Source: an optimization exercise on an open RTL-to-GDS flow (aim: small area, a short achievable clock period and few clock cycles per item). Production flows keep margins and buffers that such runs may drop. Function was checked by simulation only, so behaviour that the tests miss may differ from the original.

==> flow/design.v (outline; a module is shown in full before it is edited, if it fits) <==
// module neuron_mac_unit: 2067 lines
module neuron_mac_unit #(
  parameter int N_INPUTS = 4,
  parameter int CNT_W    = $clog2(N_INPUTS + 1)
) (
  input  logic        clk,
  input  logic        rst_n,
  input  logic        start,
  input  logic [63:0] bias,
  input  logic [1:0]  act_sel,
  output logic        busy,
  input  logic        in_valid,
  output logic        in_ready,
  input  logic [63:0] in_x,
  input  logic [63:0] in_w,
  output logic        out_valid,
  input  logic        out_ready,
  output logic [63:0] out_y,
  output logic [63:0] out_sum,
  output logic        sat_flag
);
  // ...
==> flow/flow/run.sh <==
#!/bin/bash
# Standard ORFS layout with two changes to how it is made:
#  - timing repair aims at a setup margin (flow/margin.txt, ns) beyond the
#    16 ns clock, so the achieved period shrinks;
#  - the port buffers that the standard flow inserts use buf_4 (which the
#    repair may resize) instead of the default delay buffer.
set -euo pipefail
MARGIN=$(cat flow/margin.txt)
bash standard.sh SETUP_SLACK_MARGIN=$MARGIN \
  "BUFFER_PORTS_ARGS=-buffer_cell sky130_fd_sc_hd__buf_4" finish > standard_make.log 2>&1
==> flow/flow/margin.txt <==
8.5
==> flow/standard.sh <==
#!/bin/bash
# synth_recipe.tcl (not shown) runs the flow's synth.tcl, then flattens the netlist and writes it again
# the make line also repeats each setting of config.mk as NAME=value (left out here)
make -C /OpenROAD-flow-scripts/flow DESIGN_CONFIG=/design/flow/config.mk WORK_HOME=/design/flow/orfs CLKGATE_MAP_FILE= SYNTH_SCRIPT=/design/flow/synth_recipe.tcl "${@:-finish}"
==> flow/config.mk <==
export PLATFORM = sky130hd
export DESIGN_NAME = neuron_mac_unit
export DESIGN_NICKNAME = neuron_mac_unit
export VERILOG_FILES = /design/flow/design.v
export SDC_FILE = /design/flow/constraint.sdc
export NUM_CORES = 4
export LEC_CHECK = 0
export ABC_AREA = 1
export CAP_MARGIN = 20
export CORE_MARGIN = 2
export CORE_UTILIZATION = 35
export SLEW_MARGIN = 20
==> flow/constraint.sdc <==
create_clock -name core_clock -period 16.0 [get_ports {clk}]
set_input_delay 3.2000 -clock core_clock [delete_from_list [all_inputs] [get_ports {clk}]]
set_output_delay 3.2000 -clock core_clock [all_outputs]
set_load 0.01 [all_outputs]
==> results.txt, run 1 <==
largest net degree at the start of global routing=68; IO Port Bufs=330; failing step=5_1_grt; Ports=331; Initial Util=35.3%; DIE WIDTH=a little under 500 microns; CTS resizes=roughly 1900; Synth Flop Type=dfxtp_1; mux cell area share after synthesis=0%; Log Error=[ERROR GRT-0232] Routing congestion too high. Check the congestion heatmap in the GUI.; combinational family with the most area after synthesis=adder cells; status=did not finish; CTS Sinks=about 200; xor/xnor share of the synthesized area=a little under a fifth; worst slack, placed=approximately 5.6 ns; Syn Area/Cell=8.62 sq um; Synth Cell Area=approximately 85000 sq um; Synth top area share=40.0%; Core Rows=180; Cells after DPL=12632; Compound-Gate Fraction of Synth Area=~15%; H-tree depth=1; hold buffer count at CTS=0; warnings from Yosys=1; number of CTS-inserted buffers=27; Adder-Cell Fraction of Synth Area=43.7%; Synth async-reset ratio=around 2.5%; Cell Area, Placed=just over 90000 sq um; Setup Buffers After CTS=between 300 and 400; Root Buffer=clkbuf_16; Post-Synth Simple-Gate Area=~8.8%
Testbench counts, summed over its fixed seeds: cycles 8,000, items 1,600.
==> run 2: changes to the inputs <==
--- a/flow/design.v
+++ b/flow/design.v
@@ -2003,36 +2003,38 @@
   assign {fc[1661], fs[1661]} = {1'b0, fs[1475]} + {1'b0, fc[1568]} + {1'b0, fs[1569]};
   assign {fc[1662], fs[1662]} = {1'b0, fs[1477]} + {1'b0, fc[1569]} + {1'b0, fs[1570]};
   assign {fc[1663], fs[1663]} = {1'b0, fs[1479]} + {1'b0, fc[1570]} + {1'b0, fs[1571]};
   assign {fc[1664], fs[1664]} = {1'b0, fc[1479]} + {1'b0, fs[1572]} + {1'b0, fc[1571]};
   assign {fc[1665], fs[1665]} = {1'b0, fs[1483]} + {1'b0, fc[1572]} + {1'b0, fs[1573]};
   logic [95:0] ps, pc;
   assign ps = {fc[1664], fc[1663], fc[1662], fc[1661], fc[1660], fc[1659], fc[1658], fc[1657], fc[1656], fc[1655], fc[1654], fc[1653], fc[1652], fc[1651], fc[1650], fc[1649], fc[1648], fc[1647], fc[1646], fc[1645], fc[1644], fc[1643], fc[1642], fc[1641], fc[1640], fc[1639], fc[1638], fc[1637], fc[1636], fc[1635], fc[1634], fc[1633], fc[1632], fc[1631], fc[1630], fc[1629], fc[1628], fc[1627], fc[1626], fc[1625], fc[1624], fc[1623], fc[1622], fc[1621], fc[1620], fc[1619], fc[1618], fc[1617], fc[1616], fc[1615], fc[1614], fc[1613], fc[1612], fc[1611], fc[1610], fc[1609], fc[1608], fc[1607], fc[1606], fc[1605], fc[1604], fc[1603], fc[1602], fc[1601], fc[1600], fc[1599], fc[1598], fc[1597], fc[1596], fc[1595], fc[1594], fc[1593], fc[1592], fc[1591], fc[1590], fc[1589], fc[1588], fc[1587], fc[1586], fc[1585], fc[1584], fc[1583], fc[1582], fc[1581], fc[1580], fc[1579], fc[1578], fc[1577], fc[1576], fc[1575], fc[1574], hc[77], hc[76], hs[76], pp0[1], ng[0]};
   assign pc = {fs[1665], fs[1664], fs[1663], fs[1662], fs[1661], fs[1660], fs[1659], fs[1658], fs[1657], fs[1656], fs[1655], fs[1654], fs[1653], fs[1652], fs[1651], fs[1650], fs[1649], fs[1648], fs[1647], fs[1646], fs[1645], fs[1644], fs[1643], fs[1642], fs[1641], fs[1640], fs[1639], fs[1638], fs[1637], fs[1636], fs[1635], fs[1634], fs[1633], fs[1632], fs[1631], fs[1630], fs[1629], fs[1628], fs[1627], fs[1626], fs[1625], fs[1624], fs[1623], fs[1622], fs[1621], fs[1620], fs[1619], fs[1618], fs[1617], fs[1616], fs[1615], fs[1614], fs[1613], fs[1612], fs[1611], fs[1610], fs[1609], fs[1608], fs[1607], fs[1606], fs[1605], fs[1604], fs[1603], fs[1602], fs[1601], fs[1600], fs[1599], fs[1598], fs[1597], fs[1596], fs[1595], fs[1594], fs[1593], fs[1592], fs[1591], fs[1590], fs[1589], fs[1588], fs[1587], fs[1586], fs[1585], fs[1584], fs[1583], fs[1582], fs[1581], fs[1580], fs[1579], fs[1578], fs[1577], fs[1576], fs[1575], fs[1574], hs[77], pp1[0], 1'b0, pp0[0]};
-  logic [32:0] plo;
-  logic [63:0] ps_q, pc_q;
+  logic [24:0] plo;
+  logic [71:0] ps_q, pc_q;
   logic        pci_q;
-  assign plo = {1'b0, ps[31:0]} + {1'b0, pc[31:0]};
+  assign plo = {1'b0, ps[23:0]} + {1'b0, pc[23:0]};
   always_ff @(posedge clk) begin
-    ps_q  <= take_beat ? ps[95:32] : 64'd0;
-    pc_q  <= take_beat ? pc[95:32] : 64'd0;
-    pci_q <= take_beat & plo[32];
+    ps_q  <= take_beat ? ps[95:24] : 72'd0;
+    pc_q  <= take_beat ? pc[95:24] : 72'd0;
+    pci_q <= take_beat & plo[24];
   end
   logic [63:0] ua, uc;
+  logic [71:0] fsum;
   logic [63:0] s;
-  logic [63:0] psum;
+  logic [71:0] psum;
   logic        p63;
   logic        ovf;
   logic signed [63:0] cur;
-  assign ua   = ps_q ^ pc_q ^ acc;
-  assign uc   = (ps_q & pc_q) | (ps_q & acc) | (pc_q & acc);
-  assign s    = ua + {uc[62:0], pci_q};
-  assign psum = ps_q + pc_q + {63'd0, pci_q};
-  assign p63  = psum[63];
+  assign ua   = ps_q[71:8] ^ pc_q[71:8] ^ acc;
+  assign uc   = (ps_q[71:8] & pc_q[71:8]) | (ps_q[71:8] & acc) | (pc_q[71:8] & acc);
+  assign fsum = {ua, ps_q[7:0]} + {uc[62:0], 1'b0, pc_q[7:0]} + {71'd0, pci_q};
+  assign s    = fsum[71:8];
+  assign psum = ps_q + pc_q + {71'd0, pci_q};
+  assign p63  = psum[71];
   assign ovf  = (acc[63] == p63) && (s[63] != acc[63]);
   assign cur  = ovf ? (acc[63] ? MINV : MAXV) : s;
   always_ff @(posedge clk) begin
     if (take_start) begin
       act_q <= act_sel;
       acc   <= bias;
       sat_q <= 1'b0;
     end else begin
==> flow/flow/run.sh (replaced) <==
#!/bin/bash
# Standard ORFS layout (the standard.sh) with these changes to how it is
# made, read from flow/args.txt as extra make variables:
#  - SETUP_SLACK_MARGIN: timing repair aims at a setup margin beyond the
#    16 ns clock, so the achieved period shrinks;
#  - BUFFER_PORTS_ARGS: the port buffers that the standard flow inserts use
#    buf_4 (which the repair may resize) instead of a delay buffer;
#  - REMOVE_ABC_BUFFERS: drop synthesis's fanout buffers at floorplan and let
#    the placement-aware repair buffer instead.
# make's full output goes to standard_make.log; each ORFS step also keeps
# its own log under orfs/logs/.
set -euo pipefail
mapfile -t ARGS < flow/args.txt
bash standard.sh "${ARGS[@]}" finish > standard_make.log 2>&1
==> flow/flow/args.txt (new file) <==
SETUP_SLACK_MARGIN=7.5
BUFFER_PORTS_ARGS=-buffer_cell sky130_fd_sc_hd__buf_4
REMOVE_ABC_BUFFERS=1
removed: flow/flow/margin.txt
==> results.txt, run 2 <==
status=no timing/DRC/antenna violations (was did not finish); Crit path required time=16.54 ns; Critical R2R Launch=ps_q[40]$_SDFF_PN0_; initial antenna violation count=22; endpoint type of the worst setup path=flip-flop; final hold viol count=0; area delta synth->final=9.77%; Final Skew=about 0.043 ns; Tmin final=around 8.6 ns; largest net degree at the start of global routing=between 60 and 70; worst-case clock buffer depth=3 (unchanged); period utilization=53.9%; global-route wire length before repair=around 660000 microns; largest registers=pc_q (72), ps_q (72), acc (64); Clock Latency Late Sink=around 0.7 ns; IO Port Bufs=330 (unchanged); post-DP HPWL=310000 microns (was 303000 microns); hold buffer count at CTS=0 (unchanged); hold crit path type=reg -> reg; R2R Setup Slk=around 11 ns; Total GRT Usage=between 30% and 40%; leading cell type in the layout, fill and taps excluded=xor2_1; Clock transition at path regs=about 0.070 ns; Max Cap Violations=0; gpl congestion=1.09 (was 1.05); drt via density=just under 7; Worst R2R End=acc[25]$_DFF_P_; Die ar.=approximately 250000 sq um; most area-consuming cells after synthesis=fa_1 (39%), xor2_1 (18%), o22ai_1 (12%) (was fa_1 (40%), xor2_1 (19%), o22ai_1 (13%)); Core Rows=182 (was 180); top post-synthesis cells by count=xor2_1 (1783), o22ai_1 (1715), fa_1 (1700) (was xor2_1 (1824), o22ai_1 (1775), fa_1 (1701)); fmax=approximately 120 MHz; post-synthesis cell type count=51 (was 47); Ports=331 (unchanged); total gr overflow=0; CTS Sinks=217 (was 201); Wirelength per Cell=roughly 37 microns; H-tree depth=1 (unchanged); worst hold path stage count=2; fraction of layout cells with a size suffix above 1=between 10% and 20%; Synth async-reset ratio=2.30% (was 2.49%); top cell type by total area after synthesis=fa_1 (unchanged); Design Area, Final=~95000 sq um; core area=245000 sq um; critical path class=in -> reg; Initial Util=35.1% (was 35.3%); Synth Instances=10065 (was 9871); Finished Layout Cells=12998; unrepaired setup endpoints after global routing=true; warnings from Yosys=1 (unchanged); hold_ws=around 0.47 ns; Root Buffer=clkbuf_16 (unchanged); number of CTS-inserted buffers=31 (was 27); Cells after DPL=12852 (was 12632); initial drt markers=15207; Setup TNS=0 ns; FF+latch count, synth=217 (was 201); Synth top area share=39.5% (was 40.0%); post-synthesis sequential area ratio=5.09% (was 4.78%); First-pass DRT Iterations=13; Final Max Slew Viols=0; Critical Path Start=in_x[11]; Cell Area, Placed=90900 sq um (was 91400 sq um); most frequent cells in the layout=xor2_1 (1781), o22ai_1 (1715), fa_1 (1699), nand2_1 (1242), inv_1 (769); Critical Path AT=9.16 ns; Finished Core Util=between 30% and 40%; Syn Area/Cell=8.56 sq um (was 8.62 sq um); CTS tree=done; Synth Cell Area=86200 sq um (was 85100 sq um); DRC viols=0; final antenna-violating net count=0; final setup fails=0; nets=around 12000; Post-synth EDFFs=2 (unchanged); setup ws final=~7.4 ns; startpoint types=primary input; worst slew pin tran=1.23 ns; Vias=just under 90000; worst slack, placed=5.23 ns (was 5.57 ns); Layout fillers=about 25000; DIE WIDTH=500 microns (was 497 microns); crit path to=pc_q[49]$_SDFF_PN0_; Worst R2R Path Depth=19; CP max FO=44; Slew HR=18.0%; die height=500 microns (was 497 microns); vias in the first global route=between 80000 and 90000; Synth Flop Type=dfxtp_1 (unchanged); most frequent cell after synthesis=xor2_1 (unchanged); WL final=483000 microns
==> run 2: changes by cell type after synthesis, moves of 14 or more <==
cell      delta
o21ai_0     +49
o21ai_2     +14
nand2_1    +101
xor2_1      -41
nor2_1      +38
o211ai_1    +35
nand4_1     -26
dfxtp_1     +16
inv_1       -66
buf_1       -18
nand3_1     +30
a21oi_1     +50
o22ai_1     -60
==> run 2: cell families after synthesis <==
| kind of cell | Yosys count | synth area share (%) |
|---|---|---|
| fa+ha+maj | 1947 | 43.1 |
| flops | 217 | 5.09 |
| buf+inv | 1850 | 8.20 |
| xor+xnor | 1814 | 18.5 |
| simple gates | 2026 | 9.45 |
| compound gates | 2211 | 15.7 |
==> run 2: critical path: stages <==
cell	delay, ns
buf_4	0.12
inv_2	0.61
buf_4	0.81
o22ai_1	0.24
xor2_1	0.23
fa_1	0.57
fa_1	0.49
fa_1	0.56
fa_1	0.55
fa_1	0.45
fa_1	0.53
fa_1	0.52
nor2_1	0.04
==> run 2: what timing repair did <==
| item | CTS | global route |
|---|---|---|
| setup endpoints to repair | 271 | 191 |
| cloned | 14 | 16 |
| buffers inserted | 19 | 23 |
| pin swaps | 14 | 13 |
| gates resized for setup | 223 | 213 |
| hold endpoints to repair | 0 | 0 |
==> run 2: worst min path at each step <==
| stage | start | endpoint |
|---|---|---|
| 2_1_floorplan | sat_q$_SDFFE_PP0P_ | sat_q$_SDFFE_PP0P_ |
| 3_3_place_gp | sat_q$_SDFFE_PP0P_ | sat_q$_SDFFE_PP0P_ |
| 3_5_place_dp | sat_q$_SDFFE_PP0P_ | sat_q$_SDFFE_PP0P_ |
| 4_1_cts | sat_q$_SDFFE_PP0P_ | sat_q$_SDFFE_PP0P_ |
| 5_1_grt | sat_q$_SDFFE_PP0P_ | sat_q$_SDFFE_PP0P_ |
| 6_report | sat_q$_SDFFE_PP0P_ | sat_q$_SDFFE_PP0P_ |
==> run 2: layer usage <==
layer / GRT usage, % / part of all wire, % / routed length (microns)
met3: 21.2 / 18 / 86900
met4: 27.0 / 11 / 52600
met1: 42.3 / 33 / 158000
met2: 51.0 / 38 / 183000
met5: 4.19 / 0.45 / 2190
==> run 2: cell type report <==
class                           instances  area (sq um)  area share (%)
Timing Repair inverter                  5          37.5          0.0397
Antenna cell                           14          35.0          0.0370
Multi-Input combinational cell       8011         75800            80.2
Timing Repair Buffer                  596          5540            5.86
Tap cell                             3220          4030            4.26
Clock inverter                         25           303           0.320
Sequential cell                       217          4440            4.70
Clock buffer                           33           793           0.838
Inverter                              877          3590            3.80
Testbench counts of run 2, summed over its fixed seeds: cycles 8,000, items 1,600.
==> run 3: changes to the inputs <==
==> flow/flow/run.sh (replaced) <==
#!/bin/bash
# Own layout flow: the standard ORFS flow (standard.sh) with these changes
# to how the layout is made:
#  1. after the standard synthesis, flow/polarity.py removes inverters around
#     full adders by flipping adders to their complemented form (a full adder
#     is self-dual), then the standard flow continues from that netlist;
#     registers are untouched;
#  2. extra make variables from flow/args.txt:
#     SETUP_SLACK_MARGIN - timing repair aims at a setup margin beyond the
#       16 ns clock, so the achieved period shrinks;
#     BUFFER_PORTS_ARGS - the port buffers the standard flow inserts use a
#       plain buffer cell (which repair may resize) instead of a delay buffer;
#     REMOVE_ABC_BUFFERS - drop synthesis's fanout buffers at floorplan and
#       let the placement-aware repair buffer instead.
# Logs: standard_synth.log, polarity.log, standard_make.log here, and each
# ORFS step's own log under orfs/logs/.
set -euo pipefail
mapfile -t ARGS < flow/args.txt
R=orfs/results/sky130hd/neuron_mac_unit/base
bash standard.sh "${ARGS[@]}" synth > standard_synth.log 2>&1
python3 flow/polarity.py "$R/1_2_yosys.v" "$R/1_2_yosys.pol.v" > polarity.log 2>&1
cp "$R/1_2_yosys.v" "$R/1_2_yosys.std.v"
mv "$R/1_2_yosys.pol.v" "$R/1_2_yosys.v"
touch "$R/1_2_yosys.v"
bash standard.sh "${ARGS[@]}" finish > standard_make.log 2>&1
==> flow/flow/args.txt (replaced) <==
SETUP_SLACK_MARGIN=7.5
BUFFER_PORTS_ARGS=-buffer_cell sky130_fd_sc_hd__buf_2
REMOVE_ABC_BUFFERS=1
==> flow/flow/polarity.py (new file) <==
#!/usr/bin/env python3
"""Remove inverters around full adders in a mapped sky130 netlist.

A full adder is self-dual: FA(~a,~b,~c) = (~sum, ~cout).  Each fa cell may
therefore be "flipped" (its inputs and outputs taken in complemented form)
without changing the circuit's function.  This script collapses the
inverters that touch full adders, picks a polarity per adder by local search
to need as few inverters as possible, and writes the netlist back with the
inverters that remain.

usage: polarity.py IN.v OUT.v
"""
import re
import sys
from collections import defaultdict

src = open(sys.argv[1]).read()

cell_re = re.compile(r'^  (sky130_fd_sc_hd__\w+) (\S+) \((.*?)\n  \);\n', re.S | re.M)
pin_re = re.compile(r'\.(\w+)\(([^()]*)\)')

OUTPINS = {'X', 'Y', 'SUM', 'COUT', 'Q', 'Q_N', 'HI', 'LO'}

cells = []          # [type, name, [(pin, net)]]
spans = []
for m in cell_re.finditer(src):
    pins = [(p, n.strip()) for p, n in pin_re.findall(m.group(3))]
    cells.append([m.group(1), m.group(2), pins])
    spans.append((m.start(), m.end()))

header = src[:spans[0][0]]
footer = src[spans[-1][1]:]
# sanity: nothing but whitespace between cells
for (a, b), (c, d) in zip(spans, spans[1:]):
    assert src[b:c].strip() == '', src[b:c][:200]

ports = set()
for m in re.finditer(r'^\s*(input|output)\s+(\[(\d+):(\d+)\]\s+)?(\S+);', header, re.M):
    if m.group(2):
        hi, lo = int(m.group(3)), int(m.group(4))
        for i in range(min(hi, lo), max(hi, lo) + 1):
            ports.add(f"{m.group(5)}[{i}]")
    ports.add(m.group(5))

driver = {}
loads = defaultdict(list)
for ci, (typ, name, pins) in enumerate(cells):
    for pi, (p, n) in enumerate(pins):
        if p in OUTPINS:
            driver[n] = (ci, pi)
        else:
            loads[n].append((ci, pi))


def is_inv(ci):
    t = cells[ci][0]
    return re.match(r'sky130_fd_sc_hd__(clk)?inv_\d+$', t) is not None


def is_fa(ci):
    return re.match(r'sky130_fd_sc_hd__fa_\d+$', cells[ci][0]) is not None


# In-scope inverters: touch a full adder (input driven by an FA, an FA
# input among the loads, or chained to such an inverter), output not a port.
def inv_pins(ci):
    d = dict(cells[ci][2])
    return d['A'], d['Y']


scope = set()
changed = True
while changed:
    changed = False
    for ci in range(len(cells)):
        if ci in scope or not is_inv(ci):
            continue
        a, y = inv_pins(ci)
        if y in ports or a in ports and False:
            continue
        ok = False
        dv = driver.get(a)
        if dv and (is_fa(dv[0]) or dv[0] in scope):
            ok = True
        for (lc, lp) in loads[y]:
            if is_fa(lc) or lc in scope:
                ok = True
        if ok:
            scope.add(ci)
            changed = True


# Root of a net through in-scope inverters: (root_net, inversion)
def root(n):
    inv = 0
    seen = 0
    while True:
        dv = driver.get(n)
        if dv and dv[0] in scope:
            n = inv_pins(dv[0])[0]
            inv ^= 1
            seen += 1
            assert seen < 100
        else:
            return n, inv


# Consumers per root: list of (cell, pinindex, inversion)
cons = defaultdict(list)
roots = set()
for ci, (typ, name, pins) in enumerate(cells):
    if ci in scope:
        continue
    for pi, (p, n) in enumerate(pins):
        if p in OUTPINS:
            continue
        r, q = root(n)
        cons[r].append((ci, pi, q, r != n))
# ports driven by nets (outputs): the net itself is the port; treat as
# consumer with fixed polarity 0 if the root is different (cannot happen
# because in-scope inverters never drive ports).

fa_ids = [ci for ci in range(len(cells)) if is_fa(ci)]
pol = defaultdict(int)

# Which roots matter: roots driven by an FA output, or with an FA consumer,
# or reached through an in-scope inverter.
rel = set()
for r, lst in cons.items():
    dv = driver.get(r)
    if dv and is_fa(dv[0]):
        rel.add(r)
    for (ci, pi, q, via) in lst:
        if q or via or is_fa(ci):
            rel.add(r)


def phys(r):
    dv = driver.get(r)
    if dv and is_fa(dv[0]):
        return pol[dv[0]]
    return 0


def need(ci, q):
    return q ^ (pol[ci] if is_fa(ci) else 0)


def cost(r):
    pr = phys(r)
    for (ci, pi, q, via) in cons[r]:
        if need(ci, q) != pr:
            return 1
    return 0


# roots touched by each FA: its output nets and its input roots
fa_roots = {}
for ci in fa_ids:
    rs = set()
    for p, n in cells[ci][2]:
        if p in OUTPINS:
            rs.add(n)
        else:
            rs.add(root(n)[0])
    fa_roots[ci] = [r for r in rs if r in rel]

total = sum(cost(r) for r in rel)
print(f"in-scope inverters {len(scope)}, needed before {total}", file=sys.stderr)
for it in range(20):
    improved = 0
    for ci in fa_ids:
        rs = fa_roots[ci]
        before = sum(cost(r) for r in rs)
        pol[ci] ^= 1
        after = sum(cost(r) for r in rs)
        if after < before:
            improved += before - after
        else:
            pol[ci] ^= 1
    total = sum(cost(r) for r in rel)
    print(f"pass {it}: needed {total}", file=sys.stderr)
    if not improved:
        break

# Rewrite
newnets = []
newcells = []
inv_of = {}
k = 0
for r in sorted(rel):
    pr = phys(r)
    for (ci, pi, q, via) in cons[r]:
        p, n = cells[ci][2][pi]
        if need(ci, q) == pr:
            cells[ci][2][pi] = (p, r)
        else:
            if r not in inv_of:
                nn = f"pol_n{k}"
                k += 1
                inv_of[r] = nn
                newnets.append(nn)
                newcells.append(['sky130_fd_sc_hd__inv_1', f"pol_i{k}", [('A', r), ('Y', nn)]])
            cells[ci][2][pi] = (p, inv_of[r])
# roots not in rel keep their consumers as they were: any consumer reached
# through an in-scope inverter makes the root relevant, so nothing to do.

out = [header.rstrip('\n') + '\n']
for nn in newnets:
    out.append(f"  wire {nn};\n")


def emit(c):
    typ, name, pins = c
    s = f"  {typ} {name} (\n"
    s += ",\n".join(f"    .{p}({n} )" if n.startswith("\\") else f"    .{p}({n})" for p, n in pins)
    s += "\n  );\n"
    return s


for ci, c in enumerate(cells):
    if ci in scope:
        continue
    out.append(emit(c))
for c in newcells:
    out.append(emit(c))
out.append(footer)
open(sys.argv[2], 'w').write(''.join(out))
print(f"removed {len(scope)} inverters, added {len(newcells)}, flipped {sum(pol[c] for c in fa_ids)} adders",
      file=sys.stderr)
==> results.txt, run 3 <==
global-route wire length before repair=657000 microns (was 665000 microns); status=no timing/DRC/antenna violations (unchanged); worst stage delay on the critical path=0.80 ns (was 0.81 ns); Cells after DPL=12750 (was 12852); unrepaired setup endpoints after global routing=true (unchanged); fraction of layout cells with a size suffix above 1=10.8% (was 10.2%); Finished Core Util=38.5% (about the same); most frequent cells in the layout=xor2_1 (1778), o22ai_1 (1714), fa_1 (1698), nand2_1 (1233), inv_1 (658) (was xor2_1 (1781), o22ai_1 (1715), fa_1 (1699), nand2_1 (1242), inv_1 (769)); Wirelength per Cell=37.5 microns (was 37.2 microns); gpl congestion=1.06 (was 1.09); nets=11806 (was 11885); Root Buffer=clkbuf_16 (unchanged); hold buffer count at CTS=0 (unchanged); area delta synth->final=9.40% (was 9.77%); DIE WIDTH=499 microns (was 500 microns); Core Rows=181 (was 182); final setup fails=0 (unchanged); warnings from Yosys=1 (unchanged); Syn Area/Cell=8.62 sq um (was 8.56 sq um); startpoint types=primary input (unchanged); worst-case clock buffer depth=3 (unchanged); DRC viols=0 (unchanged); worst slack, placed=5.08 ns (was 5.23 ns); largest registers=pc_q (72), ps_q (72), acc (64) (unchanged); Total GRT Usage=37.0% (was 37.1%); final hold viol count=0 (unchanged); Setup TNS=0 ns (unchanged); Vias=86032 (was 88028); critical path class=in -> reg (unchanged); Worst path slowest cell=buf_4 (unchanged); Top cell by count, worst path=fa_1 (unchanged); initial drt markers=13821 (was 15207); drt via density=6.67 (was 6.77); Max Cap Violations=0 (unchanged); First-pass DRT Iterations=14 (was 13); die height=499 microns (was 500 microns); initial antenna violation count=34 (was 22); Synth Instances=9956 (was 10065); endpoint type of the worst setup path=flip-flop (unchanged); Finished Layout Cells=12902 (was 12998); IO Port Bufs=330 (unchanged); Final Skew=0.0644 ns (was 0.0434 ns); leading cell type in the layout, fill and taps excluded=xor2_1 (unchanged); largest net degree at the start of global routing=70 (was 69); setup ws final=7.41 ns (was 7.38 ns); CTS Sinks=217 (unchanged); Final Max Slew Viols=0 (unchanged); Crit path required time=16.50 ns (was 16.54 ns); hold crit path type=reg -> reg (unchanged); total gr overflow=0 (unchanged); Tmin final=8.59 ns (was 8.62 ns); final antenna-violating net count=0 (unchanged); Clock transition at path regs=0.07 ns (about the same); CTS tree=done (unchanged); WL final=484000 microns (was 483000 microns); Clock Latency Late Sink=0.70 ns (about the same); H-tree depth=1 (unchanged); Ports=331 (unchanged); Synth Cell Area=85800 sq um (was 86200 sq um); core area=243000 sq um (was 245000 sq um); post-DP HPWL=315000 microns (was 310000 microns); fmax=116 MHz (about the same); CP Cell Sequence=buf_2, clkinv_2, buf_4, o22ai_1, xor2_1, fa_1, fa_1, fa_1, fa_1, fa_1, xnor2_1, xnor2_1, xor2_1, xor2_1, xor2_2, nor2_1 (was buf_4, inv_2, buf_4, o22ai_1, xor2_1, fa_1, fa_1, fa_1, fa_1, fa_1, fa_1, fa_1, nor2_1); CP max FO=39 (was 44); Initial Util=35.2% (was 35.1%); period utilization=53.7% (was 53.9%); worst slew pin tran=1.28 ns (was 1.23 ns); Slew HR=15.0% (was 18.0%); Critical Path AT=9.09 ns (was 9.16 ns); Die ar.=249000 sq um (was 250000 sq um); number of CTS-inserted buffers=30 (was 31); vias in the first global route=86763 (was 89193)
[run 3: worst max-delay path, delay by kind of cell]
| kind | cells | cell delay (ns) |
|---|---|---|
| AOI/OAI and AO/OA | 1 | 0.24 |
| xor gates and xnor gates | 6 | 1.60 |
| buffers and inverters | 3 | 1.30 |
| adders and majority gates | 5 | 2.53 |
| and+or+nand+nor | 1 | 0.08 |
[run 3: timing repair]
item	4_1_cts	5_1_grt
setup buffers	21	23
gates cloned	15	20
pin swaps	17	18
endpoints found under the setup margin	272	205
gates resized for setup	287	238
[run 3: metrics by stage]
stage / cell area [sq um] / hold WS [ns]
floorplan: 82000 / 0.436
global placement: 89800 / 0.443
detailed placement: 89900 / 0.450
CTS: 92400 / 0.459
global route: 93800 / 0.491
finish: 93800 / 0.461
[run 3: final timing paths]
path,slack (ns),start,cells after the start,end
max,7.41,in_x[46],16,pc_q[71]$_SDFF_PN0_
min reg2reg,0.46,sat_q$_SDFFE_PP0P_,2,sat_q$_SDFFE_PP0P_
min in group asynchronous,2.35,rst_n,1,cnt[2]$_DFFE_PN0P_
max in group asynchronous,13.52,rst_n,1,outv_q$_DFFE_PN0P_
max reg2reg,11.08,pc_q[46]$_SDFF_PN0_,19,acc[27]$_DFF_P_
min,0.46,sat_q$_SDFFE_PP0P_,2,sat_q$_SDFFE_PP0P_
[run 3: layer usage]
| metal | up-vias | share of wire [%] | routed length, microns | track usage, % |
|---|---|---|---|---|
| li1 | 32398 | - | - | - |
| met1 | 41933 | 34 | 163000 | 42.1 |
| met2 | 8715 | 39 | 188000 | 51.6 |
| met3 | 2928 | 17 | 81600 | 20.4 |
| met4 | 58 | 10 | 50400 | 27.4 |
| met5 | - | 0.22 | 1080 | 1.12 |
[run 3: final cells by class]
cell class | instances | area, sq um
multi-input cells | 8015 | 76000
repair buffers | 622 | 5120
flip-flops and latches | 217 | 4460
clock buffers | 33 | 762
fillers | 24396 | 150000
well taps | 3202 | 4010
diodes | 17 | 42.5
inverters | 768 | 3170
repair inverters | 6 | 46.3
clock inverters | 22 | 238
==> run 4: changes to the inputs <==
--- a/flow/config.mk
+++ b/flow/config.mk
@@ -10,3 +10,4 @@
 export CORE_MARGIN = 2
 export CORE_UTILIZATION = 35
+export PLACE_DENSITY = 0.7
 export SLEW_MARGIN = 20
==> results.txt, run 4 <==
IO Port Bufs=330 (unchanged); Crit path required time=16.52 ns (was 16.50 ns); Final Max Slew Viols=0 (unchanged); crit path to=pc_q[44]$_SDFF_PN0_ (was pc_q[71]$_SDFF_PN0_); number of CTS-inserted buffers=30 (unchanged); critical path class=in -> reg (unchanged); Cells after DPL=12734 (was 12750); Die ar.=249000 sq um (unchanged); worst-case clock buffer depth=3 (unchanged); WL final=441000 microns (was 484000 microns); total gr overflow=0 (unchanged); Core Rows=181 (unchanged); gpl congestion=1.10 (was 1.06); DRC viols=0 (unchanged); fraction of layout cells with a size suffix above 1=10.1% (was 10.8%); Initial Util=35.2% (unchanged); global-route wire length before repair=617000 microns (was 657000 microns); Design Area, Final=93300 sq um (was 93800 sq um); Critical R2R Launch=pc_q[40]$_SDFF_PN0_ (was pc_q[46]$_SDFF_PN0_); Synth Cell Area=85800 sq um (unchanged); area delta synth->final=8.79% (was 9.40%); Cell Area, Placed=89700 sq um (was 89900 sq um); worst slew pin tran=1.33 ns (was 1.28 ns); CP max FO=37 (was 39); vias in the first global route=85882 (was 86763); most frequent cells in the layout=xor2_1 (1782), o22ai_1 (1715), fa_1 (1700), nand2_1 (1244), inv_1 (660) (was xor2_1 (1778), o22ai_1 (1714), fa_1 (1698), nand2_1 (1233), inv_1 (658)); Wirelength per Cell=34.2 microns (was 37.5 microns); Critical Path Start=in_x[17] (was in_x[46]); drt via density=6.73 (was 6.67); CTS tree=done (unchanged); leading cell type in the layout, fill and taps excluded=xor2_1 (unchanged); Setup TNS=0 ns (unchanged); initial drt markers=16404 (was 13821); endpoint type of the worst setup path=flip-flop (unchanged); worst hold path stage count=2 (unchanged); core area=243000 sq um (unchanged); Total GRT Usage=34.1% (was 37.0%); Final Skew=0.0302 ns (was 0.0644 ns); Clock transition at path regs=0.07 ns (about the same); largest net degree at the start of global routing=92 (was 70); CTS Sinks=217 (unchanged); hold buffer count at CTS=0 (unchanged); Syn Area/Cell=8.62 sq um (unchanged); Root Buffer=clkbuf_16 (unchanged); nets=11773 (was 11806); largest registers=pc_q (72), ps_q (72), acc (64) (unchanged); Finished Core Util=38.3% (was 38.5%); DIE WIDTH=499 microns (unchanged); status=no timing/DRC/antenna violations (unchanged); period utilization=53.6% (was 53.7%); Ports=331 (unchanged); First-pass DRT Iterations=17 (was 14); Clock Latency Late Sink=0.66 ns (was 0.70 ns); fmax=117 MHz (was 116 MHz); post-DP HPWL=287000 microns (was 315000 microns); Tmin final=8.57 ns (was 8.59 ns); Vias=86799 (was 86032); startpoint types=primary input (unchanged); initial antenna violation count=75 (was 34); Slew HR=11.1% (was 15.0%); final setup fails=0 (unchanged); unrepaired setup endpoints after global routing=true (unchanged); final antenna-violating net count=0 (unchanged); R2R Setup Slk=11.13 ns (was 11.08 ns); hold crit path type=reg -> reg (unchanged); die height=499 microns (unchanged); warnings from Yosys=1 (unchanged); Finished Layout Cells=12899 (was 12902); final hold viol count=0 (unchanged); Critical Path AT=9.09 ns (about the same); Max Cap Violations=0 (unchanged); Synth Instances=9956 (unchanged); Worst R2R End=acc[31]$_DFF_P_ (was acc[27]$_DFF_P_); H-tree depth=1 (unchanged); Worst R2R Path Depth=20 (was 19)
## run 4: layout make-up
class	instances	area (sq um)
fillers	24430	150000
flip-flops and latches	217	4470
multi-input cells	8013	75700
diodes	46	115
repair buffers	596	4800
repair inverters	1	7.51
clock buffers	35	842
inverters	768	3100
clock inverters	21	238
well taps	3202	4010
## run 4: how the worst min path moves through the flow
stage          slack [ns]                  to               start
2_1_floorplan        0.44  sat_q$_SDFFE_PP0P_  sat_q$_SDFFE_PP0P_
3_3_place_gp         0.45  sat_q$_SDFFE_PP0P_  sat_q$_SDFFE_PP0P_
3_5_place_dp         0.45  sat_q$_SDFFE_PP0P_  sat_q$_SDFFE_PP0P_
4_1_cts              0.46  sat_q$_SDFFE_PP0P_  sat_q$_SDFFE_PP0P_
5_1_grt              0.48  sat_q$_SDFFE_PP0P_  sat_q$_SDFFE_PP0P_
6_report             0.46  sat_q$_SDFFE_PP0P_  sat_q$_SDFFE_PP0P_
## run 4: metal layers
layer	vias up	part of all wire [%]	global-route usage, %
li1	32408	-	-
met1	41068	32	38.2
met2	9771	37	45.7
met3	3434	19	21.7
met4	118	11	24.8
met5	-	0.46	5.04
## run 4: stage by stage
step                      hold slack, ns  setup slack, ns
after floorplan                    0.436             4.05
after global placement             0.450             5.46
after detailed placement           0.448             5.45
after CTS                          0.458             7.50
after global routing               0.482             7.46
final                              0.459             7.43
## run 4: worst max-delay path: stages
cell and delay [ns]:
buf_2 0.11, inv_2 0.89, buf_4 0.69, o22ai_1 0.20, xor2_1 0.23, fa_1 0.47, fa_1 0.58, fa_1 0.52
fa_1 0.52, fa_1 0.46, fa_1 0.52, fa_1 0.53, nor2_1 0.05
## run 4: what timing repair did
item / in CTS / in global routing
cloned: 15 / 13
resized for setup: 233 / 198
pin swaps: 16 / 11
setup buffers: 22 / 13
endpoints found under the setup margin: 269 / 210
==> run 5: changes to the inputs <==
--- a/flow/config.mk
+++ b/flow/config.mk
@@ -9,5 +9,4 @@
 export CAP_MARGIN = 20
 export CORE_MARGIN = 2
-export CORE_UTILIZATION = 35
-export PLACE_DENSITY = 0.7
+export CORE_UTILIZATION = 45
 export SLEW_MARGIN = 20
==> results.txt, run 5 <==
hold buffer count at CTS=0 (unchanged); H-tree depth=2 (was 1); nets=11818 (was 11773); unrepaired setup endpoints after global routing=true (unchanged); Worst path slowest cell=o21ai_0 (was inv_2); setup ws final=7.37 ns (was 7.43 ns); fmax=116 MHz (was 117 MHz); Core Rows=160 (was 181); Critical R2R Launch=pc_q[64]$_SDFF_PN0_ (was pc_q[40]$_SDFF_PN0_); DIE WIDTH=441 microns (was 499 microns); initial antenna violation count=18 (was 75); delay-heaviest family, CP=adder cells (unchanged); total gr overflow=0 (unchanged); Initial Util=45.2% (was 35.2%); vias in the first global route=87215 (was 85882); worst-case clock buffer depth=3 (unchanged); Total GRT Usage=47.9% (was 34.1%); drt via density=7.13 (was 6.73); final antenna-violating net count=0 (unchanged); WL final=479000 microns (was 441000 microns); CP Cell Sequence=buf_8, clkinv_4, buf_16, buf_4, o21ai_0, fa_1, fa_1, fa_1, fa_1, fa_1, fa_1, fa_1, nor2_1 (was buf_2, inv_2, buf_4, o22ai_1, xor2_1, fa_1, fa_1, fa_1, fa_1, fa_1, fa_1, fa_1, nor2_1); CTS Sinks=217 (unchanged); CTS tree=done (unchanged); die height=441 microns (was 499 microns); Design Area, Final=93400 sq um (was 93300 sq um); period utilization=54.0% (was 53.6%); R2R Setup Slk=11.00 ns (was 11.13 ns); Final Skew=0.0507 ns (was 0.0302 ns); worst stage delay on the critical path=0.94 ns (was 0.89 ns); worst slack, placed=5.29 ns (was 5.45 ns); startpoint types=primary input (unchanged); Cell Area, Placed=89000 sq um (was 89700 sq um); final setup fails=0 (unchanged); Top cell by count, worst path=fa_1 (unchanged); Wirelength per Cell=39.2 microns (was 34.2 microns); number of CTS-inserted buffers=35 (was 30); area delta synth->final=8.87% (was 8.79%); CP max FO=28 (was 37); Synth Cell Area=85800 sq um (unchanged); most frequent cells in the layout=xor2_1 (1780), o22ai_1 (1715), fa_1 (1698), nand2_1 (1231), inv_1 (659) (was xor2_1 (1782), o22ai_1 (1715), fa_1 (1700), nand2_1 (1244), inv_1 (660)); Critical Path AT=9.13 ns (was 9.09 ns); Hold Path End=sat_q$_SDFFE_PP0P_ (unchanged); largest net degree at the start of global routing=77 (was 92); Synth Instances=9956 (unchanged); Worst R2R Path Depth=15 (was 20); final hold viol count=0 (unchanged); Die ar.=194000 sq um (was 249000 sq um); Clock Latency Late Sink=0.67 ns (was 0.66 ns); worst slew pin tran=1.32 ns (was 1.33 ns); endpoint type of the worst setup path=flip-flop (unchanged); hold_sp=sat_q$_SDFFE_PP0P_ (unchanged); First-pass DRT Iterations=13 (was 17); Final Max Slew Viols=0 (unchanged); largest registers=pc_q (72), ps_q (72), acc (64) (unchanged); CP bufs+invs=4 (was 3); warnings from Yosys=1 (unchanged); Tmin final=8.63 ns (was 8.57 ns); post-DP HPWL=305000 microns (was 287000 microns); core area=190000 sq um (was 243000 sq um); global-route wire length before repair=657000 microns (was 617000 microns); gpl congestion=1.06 (was 1.10); Slew HR=11.9% (was 11.1%); worst hold path stage count=2 (unchanged); Max Cap Violations=0 (unchanged); Setup TNS=0 ns (unchanged); Ports=331 (unchanged); DRC viols=0 (unchanged); Worst R2R End=acc[25]$_DFF_P_ (was acc[31]$_DFF_P_); Root Buffer=clkbuf_16 (unchanged); IO Port Bufs=330 (unchanged); status=no timing/DRC/antenna violations (unchanged); critical path class=in -> reg (unchanged); Syn Area/Cell=8.62 sq um (unchanged); Crit path required time=16.49 ns (was 16.52 ns); Vias=87239 (was 86799); fraction of layout cells with a size suffix above 1=11.0% (was 10.1%); initial drt markers=14334 (was 16404); Clock transition at path regs=0.07 ns (about the same); leading cell type in the layout, fill and taps excluded=xor2_1 (unchanged); hold crit path type=reg -> reg (unchanged)
-- run 5: area by class of cell --
| cell class | instances | area [sq um] |
|---|---|---|
| clock buffers | 44 | 970 |
| well taps | 2511 | 3140 |
| inverters | 768 | 3090 |
| multi-input cells | 8012 | 75900 |
| flip-flops and latches | 217 | 4490 |
| repair buffers | 634 | 5480 |
| clock inverters | 19 | 233 |
| fillers | 18032 | 96400 |
| diodes | 18 | 45.0 |
| repair inverters | 4 | 30.0 |
-- run 5: what timing repair did --
item	CTS	global route
resized for setup	275	255
gates cloned	18	19
pin swaps	19	15
setup endpoints to repair	269	224
buffers inserted	28	23
-- run 5: per-stage QoR --
stage | utilization, % | std cells | hold WS, ns
final | 49.2 | 12227 | 0.476
after global routing | 49.2 | 12212 | 0.511
after CTS | 48.4 | 12166 | 0.471
after detailed placement | 46.9 | 12057 | 0.461
after global placement | 46.9 | 12057 | 0.448
after floorplan | - | 8983 | 0.436
-- run 5: worst reg2reg max path: cells and delay by family, from the launching register on --
family                     cells  cell delay [ns]
and+or+nand+nor               10             2.78
buffers and inverters          3             0.67
AOI/OAI and AO/OA              1             0.49
DFF                            1             0.47
adders and majority gates      1             0.39
-- run 5: worst max path at each step --
stage / from / endpoint / cells after the start
2_1_floorplan: in_w[5] / pc_q[41]$_SDFF_PN0_ / 13
3_3_place_gp: in_w[11] / pc_q[43]$_SDFF_PN0_ / 16
3_5_place_dp: in_w[11] / pc_q[43]$_SDFF_PN0_ / 16
4_1_cts: in_w[19] / pc_q[45]$_SDFF_PN0_ / 18
5_1_grt: ps_q[28]$_SDFF_PN0_ / out_y[12] / 23
6_report: in_w[21] / pc_q[62]$_SDFF_PN0_ / 13
-- run 5: per-layer routing --
layer	vias to the layer above	GRT usage, %	part of all wire (%)
met5	-	3.28	0.21
met4	40	37.6	11
met3	3234	26.2	17
met2	9211	66.1	39
met1	42313	54.4	33
li1	32441	-	-
==> run 6: changes to the inputs <==
--- a/flow/config.mk
+++ b/flow/config.mk
@@ -10,3 +10,4 @@
 export CORE_MARGIN = 2
 export CORE_UTILIZATION = 45
+export PLACE_DENSITY = 0.7
 export SLEW_MARGIN = 20
==> results.txt, run 6 <==
status=no timing/DRC/antenna violations (unchanged); area delta synth->final=7.76% (was 8.87%); period utilization=54.1% (was 54.0%); Worst R2R End=acc[23]$_DFF_P_ (was acc[25]$_DFF_P_); die height=441 microns (unchanged); worst slack, placed=5.48 ns (was 5.29 ns); setup ws final=7.35 ns (was 7.37 ns); hold_ws=0.470 ns (was 0.476 ns); Critical Path AT=9.16 ns (was 9.13 ns); Initial Util=45.2% (unchanged); largest net degree at the start of global routing=80 (was 77); crit path to=pc_q[71]$_SDFF_PN0_ (was pc_q[62]$_SDFF_PN0_); largest registers=pc_q (72), ps_q (72), acc (64) (unchanged); Root Buffer=clkbuf_16 (unchanged); Worst R2R Path Depth=21 (was 15); warnings from Yosys=1 (unchanged); final antenna-violating net count=0 (unchanged); Crit path required time=16.51 ns (was 16.49 ns); First-pass DRT Iterations=17 (was 13); Vias=88395 (was 87239); Tmin final=8.65 ns (was 8.63 ns); Worst path slowest cell=buf_4 (was o21ai_0); Critical Path Start=in_x[41] (was in_w[21]); global-route wire length before repair=636000 microns (was 657000 microns); leading cell type in the layout, fill and taps excluded=xor2_1 (unchanged); fraction of layout cells with a size suffix above 1=10.2% (was 11.0%); worst stage delay on the critical path=0.83 ns (was 0.94 ns); DRC viols=0 (unchanged); CP Cell Sequence=buf_2, inv_2, buf_4, o22ai_1, xor2_1, fa_1, fa_1, fa_1, fa_1, fa_1, xnor2_2, xnor2_1, xor2_1, xor2_1, xor2_2, nor2_1 (was buf_8, clkinv_4, buf_16, buf_4, o21ai_0, fa_1, fa_1, fa_1, fa_1, fa_1, fa_1, fa_1, nor2_1); number of CTS-inserted buffers=30 (was 35); critical path class=in -> reg (unchanged); nets=11777 (was 11818); Setup TNS=0 ns (unchanged); total gr overflow=0 (unchanged); Wirelength per Cell=37.3 microns (was 39.2 microns); unrepaired setup endpoints after global routing=true (unchanged); Synth Cell Area=85800 sq um (unchanged); Critical R2R Launch=ps_q[44]$_SDFF_PN0_ (was pc_q[64]$_SDFF_PN0_); Ports=331 (unchanged); DIE WIDTH=441 microns (unchanged); Clock Latency Late Sink=0.73 ns (was 0.67 ns); drt via density=7.25 (was 7.13); endpoint type of the worst setup path=flip-flop (unchanged); WL final=455000 microns (was 479000 microns); Slew HR=12.3% (was 11.9%); Die ar.=194000 sq um (unchanged); startpoint types=primary input (unchanged); CTS Sinks=217 (unchanged); worst-case clock buffer depth=3 (unchanged); Cell Area, Placed=88900 sq um (was 89000 sq um); Synth Instances=9956 (unchanged); final setup fails=0 (unchanged); Final Max Slew Viols=0 (unchanged); Core Rows=160 (unchanged); most frequent cells in the layout=xor2_1 (1778), o22ai_1 (1714), fa_1 (1699), nand2_1 (1245), inv_1 (659) (was xor2_1 (1780), o22ai_1 (1715), fa_1 (1698), nand2_1 (1231), inv_1 (659)); hold crit path type=reg -> reg (unchanged); fmax=116 MHz (about the same); CTS tree=done (unchanged); Syn Area/Cell=8.62 sq um (unchanged); final hold viol count=0 (unchanged); initial drt markers=15611 (was 14334); H-tree depth=1 (was 2); core area=190000 sq um (unchanged); vias in the first global route=89281 (was 87215); Max Cap Violations=0 (unchanged); hold buffer count at CTS=0 (unchanged); Top cell by count, worst path=fa_1 (unchanged); gpl congestion=1.12 (was 1.06); worst slew pin tran=1.31 ns (was 1.32 ns); Final Skew=0.0707 ns (was 0.0507 ns); R2R Setup Slk=11.25 ns (was 11.00 ns); post-DP HPWL=294000 microns (was 305000 microns); initial antenna violation count=26 (was 18); Design Area, Final=92400 sq um (was 93400 sq um); Clock transition at path regs=0.07 ns (about the same); CP max FO=41 (was 28); Total GRT Usage=45.7% (was 47.9%); IO Port Bufs=330 (unchanged)
## run 6: worst max-delay path: cells and delay by family
family                   cells  cell delay [ns]
AO/OA/AOI/OAI                1             0.22
buffers and inverters        3             1.37
XOR/XNOR                     6             1.58
AND/OR/NAND/NOR              1             0.08
adder cells (fa/ha/maj)      5             2.54
## run 6: worst min path at each step
| stage | start | end | slack (ns) | cells after the start |
|---|---|---|---|---|
| 2_1_floorplan | sat_q$_SDFFE_PP0P_ | sat_q$_SDFFE_PP0P_ | 0.44 | 2 |
| 3_3_place_gp | sat_q$_SDFFE_PP0P_ | sat_q$_SDFFE_PP0P_ | 0.45 | 2 |
| 3_5_place_dp | sat_q$_SDFFE_PP0P_ | sat_q$_SDFFE_PP0P_ | 0.46 | 2 |
| 4_1_cts | sat_q$_SDFFE_PP0P_ | sat_q$_SDFFE_PP0P_ | 0.47 | 2 |
| 5_1_grt | sat_q$_SDFFE_PP0P_ | sat_q$_SDFFE_PP0P_ | 0.49 | 2 |
| 6_report | sat_q$_SDFFE_PP0P_ | sat_q$_SDFFE_PP0P_ | 0.47 | 2 |
## run 6: routing by layer
metal	share of wire, %	wire length [microns]	vias up	GRT usage, %
met5	0.47	2140	-	7.20
met4	12	55500	52	37.9
met3	19	84900	3935	28.7
met2	38	172000	10027	61.8
met1	31	141000	41997	49.4
li1	-	-	32384	-
## run 6: area by class of cell
type                       instances  area [sq um]
fill                           17930         97400
multi-input combinational       8006         75800
timing repair buffer             605          4820
sequential                       217          4450
tap                             2511          3140
inverter                         768          3100
clock buffer                      34           797
clock inverter                    22           255
antenna                           28          70.1
timing repair inverter             3          22.5
## run 6: timing repair
action                                  CTS  global route
gates cloned                             11            12
buffers inserted                         20            19
resized for setup                       219           229
endpoints found under the setup margin  264           212
pin swaps                                13            10
## run 6: through the flow
step / util [%] / instances
2_1_floorplan: - / 8983
3_3_place_gp: 46.8 / 12048
3_5_place_dp: 46.8 / 12048
4_1_cts: 48.0 / 12135
5_1_grt: 48.7 / 12168
6_report: 48.7 / 12194

-- static timing again, ports no longer ideal --
In the flow no input, the clock included, has a driving cell. The finished layouts below were timed again as built, in two steps.
Step 1: set_driving_cell puts a clkbuf_16 on clk and a buf_2 on each other input, an assumption about the parent block.
Step 2 adds t to the input delays and takes it off the output delays; t is the mean of the earliest and latest rising clock arrival at the registers after step 1. Input paths then give back, and output paths get back, about the clock's delay inside the block.
a / b / c = ideal / step 1 / step 2; a / b = the first two.
run	t, ns	setup slack, ns	hold WS [ns]	clock arrival spread, ns
run 2	0.766	7.381 / 7.364 / 6.598	0.469 / 0.469 / 0.469	0.046 / 0.047
run 3	0.756	7.411 / 7.414 / 6.678	0.461 / 0.461 / 0.461	0.065 / 0.065
run 4	0.726	7.426 / 7.429 / 6.709	0.459 / 0.459 / 0.459	0.032 / 0.032
run 5	0.730	7.368 / 7.394 / 6.664	0.476 / 0.476 / 0.476	0.052 / 0.052
run 6	0.776	7.350 / 7.408 / 6.632	0.469 / 0.469 / 0.469	0.074 / 0.074
After both steps setup and hold are still met in every run listed. The setup slack of run 2, which loses most, moves by -0.017 ns with the drivers and by -0.783 ns with both steps.
